Context: an optimization exercise on an open-source flow, tuned for small area, a short achievable clock period and few clock cycles per item. The choices shown serve that exercise and are no tape-out recipe.
Power figures rest on the tool's default switching activity, not on a simulated workload.

## pdec_updt_top
module pdec_updt_top (
  input  logic         clk,
  input  logic         rst_n,
  input  logic         cfg_leaf_mode,
  input  logic [2:0]   cfg_jump_type,
  input  logic [1:0]   cfg_dcrc_num,
  input  logic         cfg_dcrc_mode,
  input  logic [2:0]   cfg_dcrc_ini,
  input  logic [23:0]  cfg_dcrc_idx,
  input  logic         dec_start,
  input  logic         upd_valid,
  input  logic [7:0]   srvl_bmp,
  input  logic [39:0]  pm_idx,
  input  logic [127:0] bit_val,
  input  logic [491:0] dcrc_info,
  output logic         upd_ready,
  output logic         upd_done,
  output logic [7:0]   list_wen,
  output logic [7:0]   list_waddr,
  output logic [31:0]  list_wdata,
  output logic [15:0]  path_stat,
  output logic         early_term
);
==> module pdec_bsel, before the edit <==
module pdec_bsel (
  input  logic [31:0] d,
  input  logic [4:0]  s,
  output logic        y
);
  logic [3:0] lo;
  logic [7:0] hi;
  logic [7:0] grp;
  always_comb begin
    for (int k = 0; k < 4; k++) lo[k] = (s[1:0] == 2'(k));
    for (int k = 0; k < 8; k++) hi[k] = (s[4:2] == 3'(k));
    for (int g = 0; g < 8; g++) grp[g] = |(d[4*g +: 4] & lo);
    y = |(grp & hi);
  end
endmodule
==> module pdec_inv, before the edit <==
module pdec_inv (
  input  logic a,
  output logic y
);
  assign y = ~a;
endmodule
==> module pdec_info_mux, before the edit <==
module pdec_info_mux (
  input  logic [491:0] d,
  input  logic [7:0]   c,
  output logic [2:0]   y
);
  localparam int NG = 55;    
  logic [3*NG-1:0] oh;       
  always_comb begin
    for (int e = 0; e < 3*NG; e++) oh[e] = (e < 164) && (c == 8'(e + 255));
  end
  for (genvar j = 0; j < 3; j++) begin : g_bit
    logic [NG-1:0] t;
    for (genvar g = 0; g < NG; g++) begin : g_grp
      logic tn;
      if (3*g + 2 < 164) begin : g_full
        pdec_aoi222 u (.d({d[3*(3*g+2)+j], d[3*(3*g+1)+j], d[3*(3*g)+j]}),
                       .s(oh[3*g +: 3]), .yn(tn));
      end else begin : g_part
        assign tn = ~((d[3*(3*g+1)+j] & oh[3*g+1]) | (d[3*(3*g)+j] & oh[3*g]));
      end
      pdec_inv u_i (.a(tn), .y(t[g]));
    end
    assign y[j] = |t;
  end
endmodule
clock: 5.0 ns
lec_check: 0
cap_margin: 20
core_area: 5 5 275 275
die_area: 0 0 280 280
setup_slack_margin: 1.85
slew_margin: 20
synth_hierarchical: 1
tns_end_percent: 5
standard.sh (not shown) runs the stock make flow with config.mk's settings and CLKGATE_MAP_FILE= SYNTH_SCRIPT=/design/flow/synth_recipe.tcl, a recipe that flattens the netlist after the stock synthesis.
==> flow/flow/run.sh <==
#!/bin/bash
# Standard ORFS layout; the port buffers are the small sky130 buf_1
# instead of the delay buffer buffer_ports picks by default.
set -euo pipefail
bash standard.sh BUFFER_PORTS_ARGS="-buffer_cell sky130_fd_sc_hd__buf_1" finish > standard_flow.log 2>&1
Rerun with:
--- a/flow/design.v
+++ b/flow/design.v
@@ -34,26 +34,40 @@
 );
   always_comb begin
     for (int c = 0; c < 32; c++)
       cand_bit[c] = bit_val[4*c+3] ^ (^(bit_val[4*c +: 3] & m));
   end
 endmodule
+module pdec_mux4 (
+  input  logic [3:0] d,
+  input  logic [1:0] s,
+  output logic       y
+);
+  assign y = d[s];
+endmodule
+module pdec_mux2 (
+  input  logic [1:0] d,
+  input  logic       s,
+  output logic       y
+);
+  assign y = s ? d[1] : d[0];
+endmodule
 module pdec_bsel (
   input  logic [31:0] d,
   input  logic [4:0]  s,
   output logic        y
 );
-  logic [3:0] lo;
-  logic [7:0] hi;
-  logic [7:0] grp;
-  always_comb begin
-    for (int k = 0; k < 4; k++) lo[k] = (s[1:0] == 2'(k));
-    for (int k = 0; k < 8; k++) hi[k] = (s[4:2] == 3'(k));
-    for (int g = 0; g < 8; g++) grp[g] = |(d[4*g +: 4] & lo);
-    y = |(grp & hi);
+  logic [7:0] l1;
+  logic [1:0] l2;
+  for (genvar k = 0; k < 8; k++) begin : g_l1
+    pdec_mux4 u (.d(d[4*k +: 4]), .s(s[1:0]), .y(l1[k]));
   end
+  for (genvar k = 0; k < 2; k++) begin : g_l2
+    pdec_mux4 u (.d(l1[4*k +: 4]), .s(s[3:2]), .y(l2[k]));
+  end
+  pdec_mux2 u_l3 (.d(l2), .s(s[4]), .y(y));
 endmodule
 module pdec_wout #(
   parameter int I = 0
 ) (
   input  logic       leaf_mode,
   input  logic [2:0] jump_type,
@@ -152,41 +166,33 @@
   input  logic [2:0] d,
   input  logic [2:0] s,
   output logic       yn
 );
   assign yn = ~|(d & s);
 endmodule
-module pdec_inv (
-  input  logic a,
-  output logic y
-);
-  assign y = ~a;
-endmodule
 module pdec_info_mux (
   input  logic [491:0] d,
   input  logic [7:0]   c,
   output logic [2:0]   y
 );
   localparam int NG = 55;    
   logic [3*NG-1:0] oh;       
   always_comb begin
     for (int e = 0; e < 3*NG; e++) oh[e] = (e < 164) && (c == 8'(e + 255));
   end
   for (genvar j = 0; j < 3; j++) begin : g_bit
-    logic [NG-1:0] t;
+    logic [NG-1:0] yn;
     for (genvar g = 0; g < NG; g++) begin : g_grp
-      logic tn;
       if (3*g + 2 < 164) begin : g_full
         pdec_aoi222 u (.d({d[3*(3*g+2)+j], d[3*(3*g+1)+j], d[3*(3*g)+j]}),
-                       .s(oh[3*g +: 3]), .yn(tn));
+                       .s(oh[3*g +: 3]), .yn(yn[g]));
       end else begin : g_part
-        assign tn = ~((d[3*(3*g+1)+j] & oh[3*g+1]) | (d[3*(3*g)+j] & oh[3*g]));
+        assign yn[g] = ~((d[3*(3*g+1)+j] & oh[3*g+1]) | (d[3*(3*g)+j] & oh[3*g]));
       end
-      pdec_inv u_i (.a(tn), .y(t[g]));
     end
-    assign y[j] = |t;
+    assign y[j] = ~&yn;
   end
 endmodule
 `timescale 1ns/1ps
 module pdec_updt_top (
   input  logic         clk,
   input  logic         rst_n,
First-iteration DRC count shrinks by 2.3%.
Maximum frequency shrinks by 9.9%.
Routed wire length fell by about 2.6%.
Total power came out lower by about 4%.
Combinational power is lower by 8.4%.
Clock power barely changes.
Setup slack is worse by 360 ps.
Via count drops by 10%.
No functional check of the RTL was part of any run of this note.

## afterwards: timing with drivers on the ports
How much do the figures lean on ideal ports? The routed layouts below were timed once more, with nothing changed but the port constraints.
Step 1 sets driving cells, clkbuf_16 on the clock port and buf_2 on the other inputs (assumed; they add their load-dependent delay and slew).
Step 2 moves the port delays by t, midway between the first and last clock arrival at a register: inputs arrive t later, outputs are due t later. That takes back most of the time a late clock gives input paths.
a / b / c = ideal / step 1 / step 2; a / b = the first two.
run	shift t [ns]	setup WS [ns]	clock arrival spread, ns
the first run	0.436	1.721 / 1.721 / 1.301	0.017 / 0.018
the second run	0.427	1.360 / 1.360 / 1.043	0.014 / 0.014
After both steps setup and hold are still met in every run listed. The setup slack of the first run, which loses most, moves by 0.000 ns with the drivers and by -0.420 ns with both steps.
